Background: an optimization exercise with open tools, aiming at small area, a short achievable clock period and few clock cycles per item. Do not read the settings as production practice. The RTL was checked by simulation tests, not by an equivalence proof against the original design. No activity file was given, so power comes from the tool's default toggle rates.

==> flow/design.v <==
`timescale 1ns / 1ps
package wss_pkg;
    localparam int SIG_BYTES     = 24;
    localparam int LEN_W         = 5;
    localparam int SKIP_W        = 16;
    localparam int OFFSET_W      = 24;
    localparam int CFG_INDEX_W   = 3;
    localparam int CFG_DATA_W    = 64;
    typedef enum logic [CFG_INDEX_W-1:0] {
        REG_PATTERN_LOW     = 3'd0,
        REG_PATTERN_MID     = 3'd1,
        REG_PATTERN_HIGH    = 3'd2,
        REG_CARE_MASK       = 3'd3,
        REG_PATTERN_LENGTH  = 3'd4,
        REG_SKIP_COUNT      = 3'd5,
        REG_SEARCH_DISTANCE = 3'd6
    } reg_index_t;
    typedef struct packed {
        logic [SIG_BYTES*8-1:0] pattern;
        logic [SIG_BYTES-1:0]   care;
        logic [LEN_W-1:0]       last_pos;
        logic [SKIP_W-1:0]      skip;
        logic [OFFSET_W-1:0]    distance;
    } cfg_t;
    localparam logic [LEN_W-1:0]     LAST_POS_RESET = 5'd0;
    localparam logic [OFFSET_W-1:0]  DISTANCE_RESET = 24'd1;
endpackage
`timescale 1ns / 1ps
module wss_cfg_regs
(
    input  logic                               clk,
    input  logic                               rst_n,
    input  logic                               cfg_valid,
    output logic                               cfg_ready,
    input  logic [wss_pkg::CFG_INDEX_W-1:0]    cfg_index,
    input  logic [wss_pkg::CFG_DATA_W-1:0]     cfg_data,
    output wss_pkg::cfg_t                      cfg,
    output logic [2:0]                         pattern_written,
    output logic                               care_written
);
    wss_pkg::cfg_t              cfg_reg;
    logic [wss_pkg::LEN_W-1:0]  len_in;
    logic [wss_pkg::LEN_W-1:0]  last_pos_in;
    assign cfg_ready = 1'b1;
    assign cfg       = cfg_reg;
    always_comb
    begin
        len_in = cfg_data[wss_pkg::LEN_W-1:0];
        if (len_in == '0)
        begin
            last_pos_in = '0;
        end
        else if (len_in > wss_pkg::LEN_W'(wss_pkg::SIG_BYTES))
        begin
            last_pos_in = wss_pkg::LEN_W'(wss_pkg::SIG_BYTES - 1);
        end
        else
        begin
            last_pos_in = len_in - 1'b1;
        end
    end
    always_ff @(posedge clk or negedge rst_n)
    begin
        if (!rst_n)
        begin
            pattern_written  <= '0;
            care_written     <= 1'b0;
            cfg_reg.last_pos <= wss_pkg::LAST_POS_RESET;
            cfg_reg.skip     <= '0;
            cfg_reg.distance <= wss_pkg::DISTANCE_RESET;
        end
        else if (cfg_valid && cfg_ready)
        begin
            case (cfg_index)
                wss_pkg::REG_PATTERN_LOW:
                    pattern_written[0] <= 1'b1;
                wss_pkg::REG_PATTERN_MID:
                    pattern_written[1] <= 1'b1;
                wss_pkg::REG_PATTERN_HIGH:
                    pattern_written[2] <= 1'b1;
                wss_pkg::REG_CARE_MASK:
                    care_written <= 1'b1;
                wss_pkg::REG_PATTERN_LENGTH:
                    cfg_reg.last_pos <= last_pos_in;
                wss_pkg::REG_SKIP_COUNT:
                    cfg_reg.skip <= cfg_data[wss_pkg::SKIP_W-1:0];
                wss_pkg::REG_SEARCH_DISTANCE:
                    cfg_reg.distance <= cfg_data[wss_pkg::OFFSET_W-1:0];
                default:
                    ;
            endcase
        end
    end
    always_ff @(posedge clk)
    begin
        if (cfg_valid && cfg_ready)
        begin
            case (cfg_index)
                wss_pkg::REG_PATTERN_LOW:
                    cfg_reg.pattern[63:0] <= cfg_data;
                wss_pkg::REG_PATTERN_MID:
                    cfg_reg.pattern[127:64] <= cfg_data;
                wss_pkg::REG_PATTERN_HIGH:
                    cfg_reg.pattern[191:128] <= cfg_data;
                wss_pkg::REG_CARE_MASK:
                    cfg_reg.care <= cfg_data[wss_pkg::SIG_BYTES-1:0];
                default:
                    ;
            endcase
        end
    end
endmodule
`timescale 1ns / 1ps
module wss_match
#(
    parameter int PATTERN_BYTES = 24
)
(
    input  logic [7:0]                       data,
    input  logic [PATTERN_BYTES*8-1:0]       pattern,
    input  logic [PATTERN_BYTES-1:0]         care,
    input  logic [2:0]                       pattern_written,
    input  logic                             care_written,
    output logic [PATTERN_BYTES-1:0]         hit_pos
);
    logic data_zero;
    always_comb
    begin
        data_zero = (data == 8'd0);
        for (int k = 0; k < PATTERN_BYTES; k++)
        begin
            hit_pos[k] = (care_written && !care[k]) ||
                         (pattern_written[k / 8] ? (data == pattern[k*8 +: 8]) : data_zero);
        end
    end
endmodule
`timescale 1ns / 1ps
module wildcard_signature_scanner_core
#(
    parameter int PATTERN_BYTES = 24
)
(
    input  logic                              clk,
    input  logic                              rst_n,
    input  logic                              cfg_valid,
    output logic                              cfg_ready,
    input  logic [wss_pkg::CFG_INDEX_W-1:0]   cfg_index,
    input  logic [wss_pkg::CFG_DATA_W-1:0]    cfg_data,
    input  logic                              item_valid,
    output logic                              item_stall,
    input  logic [7:0]                        data_byte,
    input  logic                              last_byte,
    output logic                              result_valid,
    input  logic                              result_stall,
    output logic                              found,
    output logic [wss_pkg::OFFSET_W-1:0]      match_offset
);
    localparam int OW = wss_pkg::OFFSET_W;
    localparam int CW = OW + 1;
    localparam int SW = wss_pkg::SKIP_W;
    wss_pkg::cfg_t                     cfg;
    logic [2:0]                        pattern_written;
    logic                              care_written;
    logic                              a_valid;
    logic                              in_first_reg;
    logic                              a_last;
    logic                              stall_reg;
    logic                              first_reg;
    logic                              done_reg;
    logic                              past_reg;
    logic [PATTERN_BYTES-1:0]          prefix_reg;
    logic [SW-1:0]                     remain_reg;
    logic                              reached_reg;
    logic [CW-1:0]                     start_reg;
    logic                              at_dist_reg;
    logic                              res_valid_reg;
    logic                              found_reg;
    logic [OW-1:0]                     offset_reg;
    logic [CW-1:0]                     start_init;
    logic                              skip_zero;
    logic                              at_dist_first;
    logic                              first_can_hit;
    logic [PATTERN_BYTES-1:0]          hit_pos;
    logic [PATTERN_BYTES-1:0]          prefix_prev;
    logic [PATTERN_BYTES-1:0]          prefix_next;
    logic                              done_eff;
    logic                              past_eff;
    logic [SW-1:0]                     remain_eff;
    logic [CW-1:0]                     start_inc;
    logic                              reached_eff;
    logic                              at_dist_eff;
    logic                              hit;
    logic                              accept;
    logic                              produce;
    logic                              proc;
    logic                              take_item;
    logic                              res_valid_next;
    logic                              first_next;
    logic                              done_next;
    logic                              might_produce;
    wss_cfg_regs u_cfg
    (
        .clk             (clk),
        .rst_n           (rst_n),
        .cfg_valid       (cfg_valid),
        .cfg_ready       (cfg_ready),
        .cfg_index       (cfg_index),
        .cfg_data        (cfg_data),
        .cfg             (cfg),
        .pattern_written (pattern_written),
        .care_written    (care_written)
    );
    wss_match #(.PATTERN_BYTES(PATTERN_BYTES)) u_match
    (
        .data            (data_byte),
        .pattern         (cfg.pattern),
        .care            (cfg.care),
        .pattern_written (pattern_written),
        .care_written    (care_written),
        .hit_pos         (hit_pos)
    );
    assign item_stall   = stall_reg;
    assign result_valid = res_valid_reg;
    assign found        = found_reg;
    assign match_offset = offset_reg;
    always_comb
    begin
        start_init    = CW'(0) - CW'(cfg.last_pos);
        skip_zero     = (cfg.skip == '0);
        at_dist_first = (cfg.last_pos == '0) && (cfg.distance == '0);
        first_can_hit = (cfg.last_pos == '0) && skip_zero;
    end
    always_comb
    begin
        proc         = a_valid && !stall_reg;
        take_item    = item_valid && !stall_reg;
        prefix_prev  = in_first_reg ? '0 : prefix_reg;
        prefix_next  = {prefix_prev[PATTERN_BYTES-2:0], 1'b1} & hit_pos;
        done_eff     = done_reg && !first_reg;
        past_eff     = past_reg && !first_reg;
        remain_eff   = first_reg ? cfg.skip : remain_reg;
        reached_eff  = first_reg ? skip_zero : reached_reg;
        at_dist_eff  = first_reg ? at_dist_first : at_dist_reg;
        start_inc    = start_reg + 1'b1;
        hit          = prefix_reg[cfg.last_pos] && !past_eff && !at_dist_eff && !done_eff;
        accept       = hit && reached_eff;
        produce      = accept || (a_last && !done_eff);
        res_valid_next = (res_valid_reg && result_stall) || (proc && produce);
        first_next     = proc ? a_last : first_reg;
        done_next      = proc ? (done_eff || accept) : done_reg;
        might_produce  = !(done_next && !first_next) &&
                         (!first_next || last_byte || first_can_hit);
    end
    always_ff @(posedge clk or negedge rst_n)
    begin
        if (!rst_n)
        begin
            a_valid       <= 1'b0;
            stall_reg     <= 1'b0;
            first_reg     <= 1'b1;
            in_first_reg  <= 1'b1;
            res_valid_reg <= 1'b0;
        end
        else
        begin
            a_valid       <= take_item || (a_valid && stall_reg);
            stall_reg     <= (a_valid && stall_reg && res_valid_next) ||
                             (take_item && res_valid_next && might_produce);
            first_reg     <= first_next;
            if (take_item)
            begin
                in_first_reg <= last_byte;
            end
            res_valid_reg <= res_valid_next;
        end
    end
    always_ff @(posedge clk)
    begin
        if (!stall_reg)
        begin
            a_last <= last_byte;
        end
        if (take_item)
        begin
            prefix_reg <= prefix_next;
        end
        if (proc)
        begin
            past_reg    <= past_eff || at_dist_eff;
            done_reg    <= done_eff || accept;
            at_dist_reg <= (start_inc == {1'b0, cfg.distance});
            if (hit && !reached_eff)
            begin
                remain_reg  <= remain_eff - 1'b1;
                reached_reg <= (remain_eff == SW'(1));
            end
            else
            begin
                remain_reg  <= remain_eff;
                reached_reg <= reached_eff;
            end
        end
        if (proc ? a_last : first_reg)
        begin
            start_reg <= start_init;
        end
        else if (proc)
        begin
            start_reg <= start_inc;
        end
        if (proc && produce)
        begin
            found_reg  <= accept;
            offset_reg <= accept ? start_reg[OW-1:0] : '0;
        end
    end
endmodule
==> flow/config.mk <==
export PLATFORM = sky130hd
export DESIGN_NAME = wildcard_signature_scanner_core
export DESIGN_NICKNAME = wildcard_signature_scanner_core
export VERILOG_FILES = /design/flow/design.v
export SDC_FILE = /design/flow/constraint.sdc
export NUM_CORES = 4
export LEC_CHECK = 0
export CAP_MARGIN = 20
export CORE_MARGIN = 2
export CORE_UTILIZATION = 30
export SLEW_MARGIN = 20
==> flow/constraint.sdc <==
create_clock -name core_clock -period 11.0 [get_ports {clk}]
set_input_delay 2.2000 -clock core_clock [delete_from_list [all_inputs] [get_ports {clk}]]
set_output_delay 2.2000 -clock core_clock [all_outputs]
set_load 0.01 [all_outputs]
run.sh (not shown) runs the stock make flow with config.mk's settings and CLKGATE_MAP_FILE= SYNTH_SCRIPT=/design/flow/synth_recipe.tcl, a recipe that flattens the netlist after the stock synthesis.
Testbench counts at the start, summed over its fixed seeds: cycles 72,767, bytes 72,386.
Change:
--- a/flow/design.v
+++ b/flow/design.v
@@ -159,37 +159,38 @@
     localparam int CW = OW + 1;
     localparam int SW = wss_pkg::SKIP_W;
     wss_pkg::cfg_t                     cfg;
     logic [2:0]                        pattern_written;
     logic                              care_written;
     logic                              a_valid;
-    logic                              in_first_reg;
+    logic [PATTERN_BYTES-1:0]          a_pos;
     logic                              a_last;
     logic                              stall_reg;
     logic                              first_reg;
     logic                              done_reg;
     logic                              past_reg;
     logic [PATTERN_BYTES-1:0]          prefix_reg;
-    logic [SW-1:0]                     remain_reg;
+    logic [SW-1:0]                     skipped_reg;
     logic                              reached_reg;
     logic [CW-1:0]                     start_reg;
     logic                              at_dist_reg;
     logic                              res_valid_reg;
     logic                              found_reg;
     logic [OW-1:0]                     offset_reg;
     logic [CW-1:0]                     start_init;
+    logic [CW-1:0]                     dist_less1;
+    logic [SW-1:0]                     skip_less1;
     logic                              skip_zero;
     logic                              at_dist_first;
     logic                              first_can_hit;
     logic [PATTERN_BYTES-1:0]          hit_pos;
     logic [PATTERN_BYTES-1:0]          prefix_prev;
     logic [PATTERN_BYTES-1:0]          prefix_next;
     logic                              done_eff;
     logic                              past_eff;
-    logic [SW-1:0]                     remain_eff;
-    logic [CW-1:0]                     start_inc;
+    logic [SW-1:0]                     skipped_eff;
     logic                              reached_eff;
     logic                              at_dist_eff;
     logic                              hit;
     logic                              accept;
     logic                              produce;
     logic                              proc;
@@ -223,29 +224,30 @@
     assign result_valid = res_valid_reg;
     assign found        = found_reg;
     assign match_offset = offset_reg;
     always_comb
     begin
         start_init    = CW'(0) - CW'(cfg.last_pos);
+        dist_less1    = {1'b0, cfg.distance} - 1'b1;
+        skip_less1    = cfg.skip - 1'b1;
         skip_zero     = (cfg.skip == '0);
         at_dist_first = (cfg.last_pos == '0) && (cfg.distance == '0);
         first_can_hit = (cfg.last_pos == '0) && skip_zero;
     end
     always_comb
     begin
         proc         = a_valid && !stall_reg;
         take_item    = item_valid && !stall_reg;
-        prefix_prev  = in_first_reg ? '0 : prefix_reg;
-        prefix_next  = {prefix_prev[PATTERN_BYTES-2:0], 1'b1} & hit_pos;
+        prefix_prev  = first_reg ? '0 : prefix_reg;
         done_eff     = done_reg && !first_reg;
         past_eff     = past_reg && !first_reg;
-        remain_eff   = first_reg ? cfg.skip : remain_reg;
+        skipped_eff  = first_reg ? '0 : skipped_reg;
         reached_eff  = first_reg ? skip_zero : reached_reg;
         at_dist_eff  = first_reg ? at_dist_first : at_dist_reg;
-        start_inc    = start_reg + 1'b1;
-        hit          = prefix_reg[cfg.last_pos] && !past_eff && !at_dist_eff && !done_eff;
+        prefix_next  = {prefix_prev[PATTERN_BYTES-2:0], 1'b1} & a_pos;
+        hit          = prefix_next[cfg.last_pos] && !past_eff && !at_dist_eff && !done_eff;
         accept       = hit && reached_eff;
         produce      = accept || (a_last && !done_eff);
         res_valid_next = (res_valid_reg && result_stall) || (proc && produce);
         first_next     = proc ? a_last : first_reg;
         done_next      = proc ? (done_eff || accept) : done_reg;
         might_produce  = !(done_next && !first_next) &&
@@ -255,61 +257,54 @@
     begin
         if (!rst_n)
         begin
             a_valid       <= 1'b0;
             stall_reg     <= 1'b0;
             first_reg     <= 1'b1;
-            in_first_reg  <= 1'b1;
             res_valid_reg <= 1'b0;
         end
         else
         begin
             a_valid       <= take_item || (a_valid && stall_reg);
             stall_reg     <= (a_valid && stall_reg && res_valid_next) ||
                              (take_item && res_valid_next && might_produce);
             first_reg     <= first_next;
-            if (take_item)
-            begin
-                in_first_reg <= last_byte;
-            end
             res_valid_reg <= res_valid_next;
         end
     end
     always_ff @(posedge clk)
     begin
         if (!stall_reg)
         begin
+            a_pos  <= hit_pos;
             a_last <= last_byte;
         end
-        if (take_item)
-        begin
-            prefix_reg <= prefix_next;
-        end
         if (proc)
         begin
+            prefix_reg  <= prefix_next;
             past_reg    <= past_eff || at_dist_eff;
             done_reg    <= done_eff || accept;
-            at_dist_reg <= (start_inc == {1'b0, cfg.distance});
+            at_dist_reg <= (start_reg == dist_less1);
             if (hit && !reached_eff)
             begin
-                remain_reg  <= remain_eff - 1'b1;
-                reached_reg <= (remain_eff == SW'(1));
+                skipped_reg <= skipped_eff + 1'b1;
+                reached_reg <= (skipped_eff == skip_less1);
             end
             else
             begin
-                remain_reg  <= remain_eff;
+                skipped_reg <= skipped_eff;
                 reached_reg <= reached_eff;
             end
         end
         if (proc ? a_last : first_reg)
         begin
             start_reg <= start_init;
         end
         else if (proc)
         begin
-            start_reg <= start_inc;
+            start_reg <= start_reg + 1'b1;
         end
         if (proc && produce)
         begin
             found_reg  <= accept;
             offset_reg <= accept ? start_reg[OW-1:0] : '0;
         end
Effect: The changed run produced a clean layout; worst setup slack gets better by 0.18 ns; final cell count climbs by 13%; register-to-register slack gets better by 0.54 ns; via count climbs by about 14%; final area climbs by 9.2%; first-iteration DRC count climbs by about 25%; worst hold slack gets worse by 0.065 ns; area after synthesis climbs by about 9%; clock power climbs by about 10%.
Testbench counts after the change, summed over its fixed seeds: cycles 72,767, bytes 72,386.

---

Setup of rev 12:
RTL: the design.v shown in full above, as it stands there.
clock: 11.0 ns
lec_check: 0
cap_margin: 20
core_margin: 2
core_utilization: 30
cts_cluster_diameter: 70
cts_cluster_size: 24
slew_margin: 20
standard.sh (not shown) runs the stock make flow with config.mk's settings and CLKGATE_MAP_FILE= SYNTH_SCRIPT=/design/flow/synth_recipe.tcl, a recipe that flattens the netlist after the stock synthesis.
==> flow/flow/run.sh <==
#!/bin/bash
# Layout flow: the standard layout (standard synthesis, floorplan, placement,
# CTS, routing) with two changes: timing repair aims at a larger setup slack than
# the default of 0, so that the achieved period, not just the 11 ns clock, is
# optimised; and the port buffers are plain buf_2 cells. The SDC, the clock
# period and every other step are the standard flow's own.
set -euo pipefail
export SETUP_SLACK_MARGIN=7.8
export BUFFER_PORTS_ARGS="-buffer_cell sky130_fd_sc_hd__buf_2"
bash standard.sh finish > orfs_make.log 2>&1
Testbench counts of rev 12, summed over its fixed seeds: cycles 72,767, bytes 72,386.
Edits applied to the flow inputs when going from rev 12 to rev 13:
--- a/flow/design.v
+++ b/flow/design.v
@@ -36,7 +36,9 @@
     input  logic [wss_pkg::CFG_DATA_W-1:0]     cfg_data,
     output wss_pkg::cfg_t                      cfg,
     output logic [2:0]                         pattern_written,
-    output logic                               care_written
+    output logic                               care_written,
+    output logic                               skip_written,
+    output logic                               distance_written
 );
     wss_pkg::cfg_t              cfg_reg;
     logic [wss_pkg::LEN_W-1:0]  len_in;
@@ -65,9 +67,9 @@
         begin
             pattern_written  <= '0;
             care_written     <= 1'b0;
+            skip_written     <= 1'b0;
+            distance_written <= 1'b0;
             cfg_reg.last_pos <= wss_pkg::LAST_POS_RESET;
-            cfg_reg.skip     <= '0;
-            cfg_reg.distance <= wss_pkg::DISTANCE_RESET;
         end
         else if (cfg_valid && cfg_ready)
         begin
@@ -83,9 +85,9 @@
                 wss_pkg::REG_PATTERN_LENGTH:
                     cfg_reg.last_pos <= last_pos_in;
                 wss_pkg::REG_SKIP_COUNT:
-                    cfg_reg.skip <= cfg_data[wss_pkg::SKIP_W-1:0];
+                    skip_written <= 1'b1;
                 wss_pkg::REG_SEARCH_DISTANCE:
-                    cfg_reg.distance <= cfg_data[wss_pkg::OFFSET_W-1:0];
+                    distance_written <= 1'b1;
                 default:
                     ;
             endcase
@@ -104,6 +106,10 @@
                     cfg_reg.pattern[191:128] <= cfg_data;
                 wss_pkg::REG_CARE_MASK:
                     cfg_reg.care <= cfg_data[wss_pkg::SIG_BYTES-1:0];
+                wss_pkg::REG_SKIP_COUNT:
+                    cfg_reg.skip <= cfg_data[wss_pkg::SKIP_W-1:0];
+                wss_pkg::REG_SEARCH_DISTANCE:
+                    cfg_reg.distance <= cfg_data[wss_pkg::OFFSET_W-1:0];
                 default:
                     ;
             endcase
@@ -161,6 +167,9 @@
     wss_pkg::cfg_t                     cfg;
     logic [2:0]                        pattern_written;
     logic                              care_written;
+    logic                              skip_written;
+    logic                              distance_written;
+    logic [SW-1:0]                     skip;
     logic                              a_valid;
     logic                              in_first_reg;
     logic                              a_last;
@@ -180,6 +189,7 @@
     logic                              skip_zero;
     logic                              at_dist_first;
     logic                              first_can_hit;
+    logic [PATTERN_BYTES-1:0]          last_onehot;
     logic [PATTERN_BYTES-1:0]          hit_pos;
     logic [PATTERN_BYTES-1:0]          prefix_prev;
     logic [PATTERN_BYTES-1:0]          prefix_next;
@@ -208,7 +218,9 @@
         .cfg_data        (cfg_data),
         .cfg             (cfg),
         .pattern_written (pattern_written),
-        .care_written    (care_written)
+        .care_written    (care_written),
+        .skip_written    (skip_written),
+        .distance_written(distance_written)
     );
     wss_match #(.PATTERN_BYTES(PATTERN_BYTES)) u_match
     (
@@ -226,9 +238,14 @@
     always_comb
     begin
         start_init    = CW'(0) - CW'(cfg.last_pos);
-        skip_zero     = (cfg.skip == '0);
-        at_dist_first = (cfg.last_pos == '0) && (cfg.distance == '0);
+        skip          = skip_written ? cfg.skip : '0;
+        skip_zero     = !skip_written || (cfg.skip == '0);
+        at_dist_first = (cfg.last_pos == '0) && distance_written && (cfg.distance == '0);
         first_can_hit = (cfg.last_pos == '0) && skip_zero;
+        for (int k = 0; k < PATTERN_BYTES; k++)
+        begin
+            last_onehot[k] = (cfg.last_pos == 5'(k));
+        end
     end
     always_comb
     begin
@@ -238,11 +255,11 @@
         prefix_next  = {prefix_prev[PATTERN_BYTES-2:0], 1'b1} & hit_pos;
         done_eff     = done_reg && !first_reg;
         past_eff     = past_reg && !first_reg;
-        remain_eff   = first_reg ? cfg.skip : remain_reg;
+        remain_eff   = first_reg ? skip : remain_reg;
         reached_eff  = first_reg ? skip_zero : reached_reg;
         at_dist_eff  = first_reg ? at_dist_first : at_dist_reg;
         start_inc    = start_reg + 1'b1;
-        hit          = prefix_reg[cfg.last_pos] && !past_eff && !at_dist_eff && !done_eff;
+        hit          = |(prefix_reg & last_onehot) && !past_eff && !at_dist_eff && !done_eff;
         accept       = hit && reached_eff;
         produce      = accept || (a_last && !done_eff);
         res_valid_next = (res_valid_reg && result_stall) || (proc && produce);
@@ -288,7 +305,8 @@
         begin
             past_reg    <= past_eff || at_dist_eff;
             done_reg    <= done_eff || accept;
-            at_dist_reg <= (start_inc == {1'b0, cfg.distance});
+            at_dist_reg <= distance_written ? (start_inc == {1'b0, cfg.distance}) :
+                                              (start_inc == CW'(1));
             if (hit && !reached_eff)
             begin
                 remain_reg  <= remain_eff - 1'b1;
Findings:
The power reported for rev 13 is greater than that of rev 12 by about 2.2%.
Relative to rev 12, final cell count decreased by 1.4% in rev 13.
met4 as the uppermost layer routed was reported by rev 12, and met5 by rev 13.
The die boundary width in rev 13 sits 0.36% below the value recorded for rev 12.
Rev 13 has area overhead of the layout relative to synthesis above what rev 12 had.
Rev 13 reached the end of the flow, and the finished layout is clean on the timing, DRC and antenna checks.
Delta (rev 13 minus rev 12): wire length of the first global-routing pass now sits lower; via count flat; quantity of gates resized following cts saw an increase.
Testbench counts of rev 13, summed over its fixed seeds: cycles 72,767, bytes 72,386.

## port drivers added, routing unchanged
Ports are ideal in the flow. The routed layouts listed here were re-timed in OpenROAD.
Step 1 (the two cells are an assumption about what drives the block):
set clk [get_ports {clk}]
set_driving_cell -lib_cell sky130_fd_sc_hd__clkbuf_16 $clk
set_driving_cell -lib_cell sky130_fd_sc_hd__buf_2 [delete_from_list [all_inputs] $clk]
Step 2 moves the port delays by t, midway between the first and last clock arrival at a register: inputs arrive t later, outputs are due t later. That takes back most of the time a late clock gives input paths.
a / b / c = ideal ports / drivers / drivers and shift; a / b = the first two.
run	t (ns)	setup slack, ns	clock arrival spread, ns
the first run of note 1	0.577	6.781 / 6.781 / 6.566	0.021 / 0.021
the second run of note 1	0.613	6.961 / 6.994 / 6.382	0.034 / 0.035
rev 12	0.612	7.682 / 7.628 / 7.249	0.025 / 0.024
rev 13	0.603	7.696 / 7.641 / 7.165	0.022 / 0.023
After both steps every run listed still meets setup and hold. The setup slack of the second run of note 1, which loses most, moves by +0.033 ns with the drivers and by -0.579 ns with both steps.
